From an optimization exercise on the open Yosys and OpenROAD flow, aimed at small area, a short achievable clock period and few clock cycles per item; shortcuts taken in it are not production practice. RTL that was checked went through simulation tests only; none was proved equivalent to the original.

==> trial 94 <==
## burst_mem_ctrl
module burst_mem_ctrl #(
  parameter int unsigned DATA_W    = 8,
  parameter int unsigned ADDR_W    = 8,
  parameter int unsigned BURST_LEN = 4,
  parameter int unsigned MEM_DEPTH = 512
) (
  input  logic              clk,
  input  logic              rst,
  input  logic              req_valid,
  output logic              req_ready,
  input  logic              req_write,
  input  logic [ADDR_W-1:0] req_addr,
  input  logic              wr_valid,
  output logic              wr_ready,
  input  logic [DATA_W-1:0] wr_data,
  output logic              rd_valid,
  input  logic              rd_ready,
  output logic [DATA_W-1:0] rd_data,
  output logic              rd_last,
  output logic              busy
);
clock: 5.6 ns
lec_check: 0
cap_margin: 20
core_margin: 2
core_utilization: 40
setup_slack_margin: 2.0
slew_margin: 20
run.sh (not shown) runs the stock make flow with config.mk's settings and CLKGATE_MAP_FILE= SYNTH_SCRIPT=/design/flow/synth_recipe.tcl, a recipe that flattens the netlist after the stock synthesis.
==> trial 44: changes against trial 94 <==
--- a/flow/design.v
+++ b/flow/design.v
@@ -24,27 +24,22 @@
   localparam int unsigned LINE_W = MEM_AW - BEAT_W;
   localparam int unsigned RQN = 8;               
   localparam int unsigned RQW = $clog2(RQN);
   localparam int unsigned WQN = 2;               
   localparam int unsigned WQW = $clog2(WQN);
   localparam int unsigned WSW = WQW + 1;         
-  localparam int unsigned LA_W = 3;
-  localparam int unsigned LB_W = LINE_W - LA_W;
-  logic [MEM_DEPTH-1:0][DATA_W-1:0] mem;
+  logic [DATA_W-1:0] mem [MEM_DEPTH];
   logic [RQN-1:0][LINE_W-1:0] rq_line_q;
   logic [RQN-1:0][LINE_W-1:0] rq_line_d;
   logic [RQN-1:0][WSW-1:0]    rq_pend_q;
   logic [RQN-1:0][WSW-1:0]    rq_pend_d;
   logic [RQN-1:0]    rq_v_q, rq_v_d;
   logic [RQW-1:0]    rq_rd_q, rq_rd_d;
   logic [RQW-1:0]    rq_wr_q, rq_wr_d;
   logic [BEAT_W-1:0] rbeat_q, rbeat_d;           
-  logic [LINE_W-1:0] cur_line_d;                 
-  logic [BURST_LEN-1:0]  rsel_b_q, rsel_b_d;
-  logic [(1<<LA_W)-1:0]  rsel_a_q, rsel_a_d;
-  logic [(1<<LB_W)-1:0]  rsel_c_q, rsel_c_d;
+  logic [LINE_W-1:0] cur_line_q, cur_line_d;     
   logic [WSW-1:0]    cur_pend_q, cur_pend_d;     
   logic [WQN-1:0][LINE_W-1:0] wq_line_q;
   logic [WQN-1:0][LINE_W-1:0] wq_line_d;
   logic [WQN-1:0]    wq_v_q, wq_v_d;
   logic [WQW-1:0]    w_acc_q, w_acc_d;           
   logic [WQW-1:0]    w_done_q, w_done_d;         
@@ -56,32 +51,25 @@
   logic              rd_last_q, rd_last_d;
   logic              busy_q, busy_d;
   logic              req_fire, wr_fire, rd_fire, rd_load;
   logic              w_ok, w_head, w_blk, w_last;
   logic [WSW-1:0]    w_open_d;
   logic [LINE_W-1:0] wline, wline_d;
-  logic [MEM_AW-1:0] waddr;
+  logic [MEM_AW-1:0] raddr, waddr;
   logic [DATA_W-1:0] rdata;
   assign w_head   = wq_v_q[w_done_q];
   assign wline    = wq_line_q[w_done_q];
   assign req_fire = req_valid && req_ready_q;
   assign wr_fire  = wr_valid && wr_ready_q && w_head;
   assign rd_fire  = rd_valid_q && rd_ready;
   assign w_last = wr_fire && (wbeat_q == BEAT_W'(BURST_LEN - 1));
   assign w_ok = (cur_pend_q == '0) || ((cur_pend_q == WSW'(1)) && w_last);
   assign rd_load = rq_v_q[rq_rd_q] && w_ok && (!rd_valid_q || rd_ready);
+  assign raddr = {cur_line_q, rbeat_q};
   assign waddr = {wline, wbeat_q};
-  always_comb begin
-    rdata = '0;
-    for (int w = 0; w < MEM_DEPTH; w++) begin
-      if (rsel_b_q[w % BURST_LEN] && rsel_a_q[(w / BURST_LEN) % (1 << LA_W)] &&
-          rsel_c_q[w / (BURST_LEN << LA_W)]) begin
-        rdata = rdata | mem[w];
-      end
-    end
-  end
+  assign rdata = mem[raddr];
   always_comb begin
     rq_line_d = rq_line_q;
     rq_pend_d = rq_pend_q;
     rq_v_d    = rq_v_q;
     rq_rd_d   = rq_rd_q;
     rq_wr_d   = rq_wr_q;
@@ -127,18 +115,12 @@
         rq_v_d[rq_wr_q]    = 1'b1;
         rq_wr_d = rq_wr_q + RQW'(1);
       end
     end
     cur_line_d = rq_line_d[rq_rd_d];
     cur_pend_d = rq_pend_d[rq_rd_d];
-    rsel_b_d = '0;
-    rsel_b_d[rbeat_d] = 1'b1;
-    rsel_a_d = '0;
-    rsel_a_d[cur_line_d[LA_W-1:0]] = 1'b1;
-    rsel_c_d = '0;
-    rsel_c_d[cur_line_d[LINE_W-1:LA_W]] = 1'b1;
     wline_d    = wq_line_d[w_done_d];
     w_blk = 1'b0;
     for (int i = 0; i < RQN; i++) begin
       if (rq_v_d[i] && (rq_pend_d[i] == '0) && (rq_line_d[i] == wline_d) &&
           !((RQW'(i) == rq_rd_d) && (rbeat_d > wbeat_d))) begin
         w_blk = 1'b1;
@@ -180,25 +162,21 @@
     end
   end
   always_ff @(posedge clk) begin
     rq_line_q  <= rq_line_d;
     rq_pend_q  <= rq_pend_d;
     wq_line_q  <= wq_line_d;
-    rsel_b_q   <= rsel_b_d;
-    rsel_a_q   <= rsel_a_d;
-    rsel_c_q   <= rsel_c_d;
+    cur_line_q <= cur_line_d;
     cur_pend_q <= cur_pend_d;
     if (rd_load) begin
       rd_data_q <= rdata;
     end
   end
   always_ff @(posedge clk) begin
-    for (int w = 0; w < MEM_DEPTH; w++) begin
-      if (!rst && wr_fire && (waddr == MEM_AW'(w))) begin
-        mem[w] <= wr_data;
-      end
+    if (!rst && wr_fire) begin
+      mem[waddr] <= wr_data;
     end
   end
   assign req_ready = req_ready_q;
   assign wr_ready  = wr_ready_q;
   assign rd_valid  = rd_valid_q;
   assign rd_data   = rd_data_q;
==> flow/config.mk (replaced) <==
export PLATFORM = sky130hd
export DESIGN_NAME = burst_mem_ctrl
export DESIGN_NICKNAME = burst_mem_ctrl
export VERILOG_FILES = /design/flow/design.v
export SDC_FILE = /design/flow/constraint.sdc
export NUM_CORES = 4
export LEC_CHECK = 0
export CAP_MARGIN = 20
export CORE_MARGIN = 2
export CORE_UTILIZATION = 50
export CTS_BUF_LIST = sky130_fd_sc_hd__clkbuf_8
export SETUP_SLACK_MARGIN = 3.0
export SLEW_MARGIN = 20
==> impl_metrics.py <==
metrics = {
    "clock_network": {
        "htree_levels": 5,
        "cts_resized": 597,
    },
    "yosys": {
        "synth_top_family_by_area": "compound AO/OA/AOI/OAI gates",
        "netlist_area_um2": 161000,
        "synth_seq_cells": 4247,
    },
    "run_status": {
        "status": "stopped before the end",
        "lastStage": "global routing",
        "tool.error": "[ERROR GRT-0116] Global routing finished with congestion. Check the congestion regions in the DRC Viewer.",
    },
    "global_route": {
        "grt_pass1_wl_um": 2070000,
    },
}
-- figures above: trial 94

==> impl_metrics.py <==
metrics = {
    "yosys": {
        "netlist_area_um2": 164000,
        "synth_top_family_by_area": "multiplexers",
    },
    "clock_network": {
        "root_buffer": "clkbuf_8",
        "cts_setup_buffers": 231,
        "htree_levels": 6,
        "cts_resized": 457,
    },
    "timing": {
        "fin_crit_sh": 0.689,
    },
    "global_route": {
        "grt_pass1_wl_um": 603000,
    },
    "run_status": {
        "status": "timing/DRC/antenna clean",
    },
    "finish": {
        "multiInputGateArea_um2": 42600,
    },
}
-- figures above: trial 44

Testbench counts of trial 44, summed over its fixed seeds: cycles 7,712, bursts 3,200.
No functional check of the RTL was part of trial 94.

-- static timing again, ports no longer ideal --
Ports are ideal in the flow. The routed layout listed here was re-timed in OpenROAD. Step 1 (the two cells are an assumption about what drives the block):
set clk [get_ports {clk}]
set_driving_cell -lib_cell sky130_fd_sc_hd__clkbuf_16 $clk
set_driving_cell -lib_cell sky130_fd_sc_hd__buf_2 [delete_from_list [all_inputs] $clk]
Step 2, shift: input delay + t, output delay - t, t = (earliest + latest rising clock arrival at the registers) / 2. This alone moves slack from input paths to output paths. Three values: ideal, step 1, step 2; two values: the first two.
run: trial 44
t (ns): 1.284
setup slack, ns: 1.741 / 1.741 / 1.299
slew at the worst register clock pin (ns): 0.07 / 0.07
worst data-port slew with drivers (ns): 0.06
After both steps setup and hold are still met in trial 44. For trial 44, drivers alone change the setup slack by 0.000 ns; drivers and shift together by -0.442 ns.
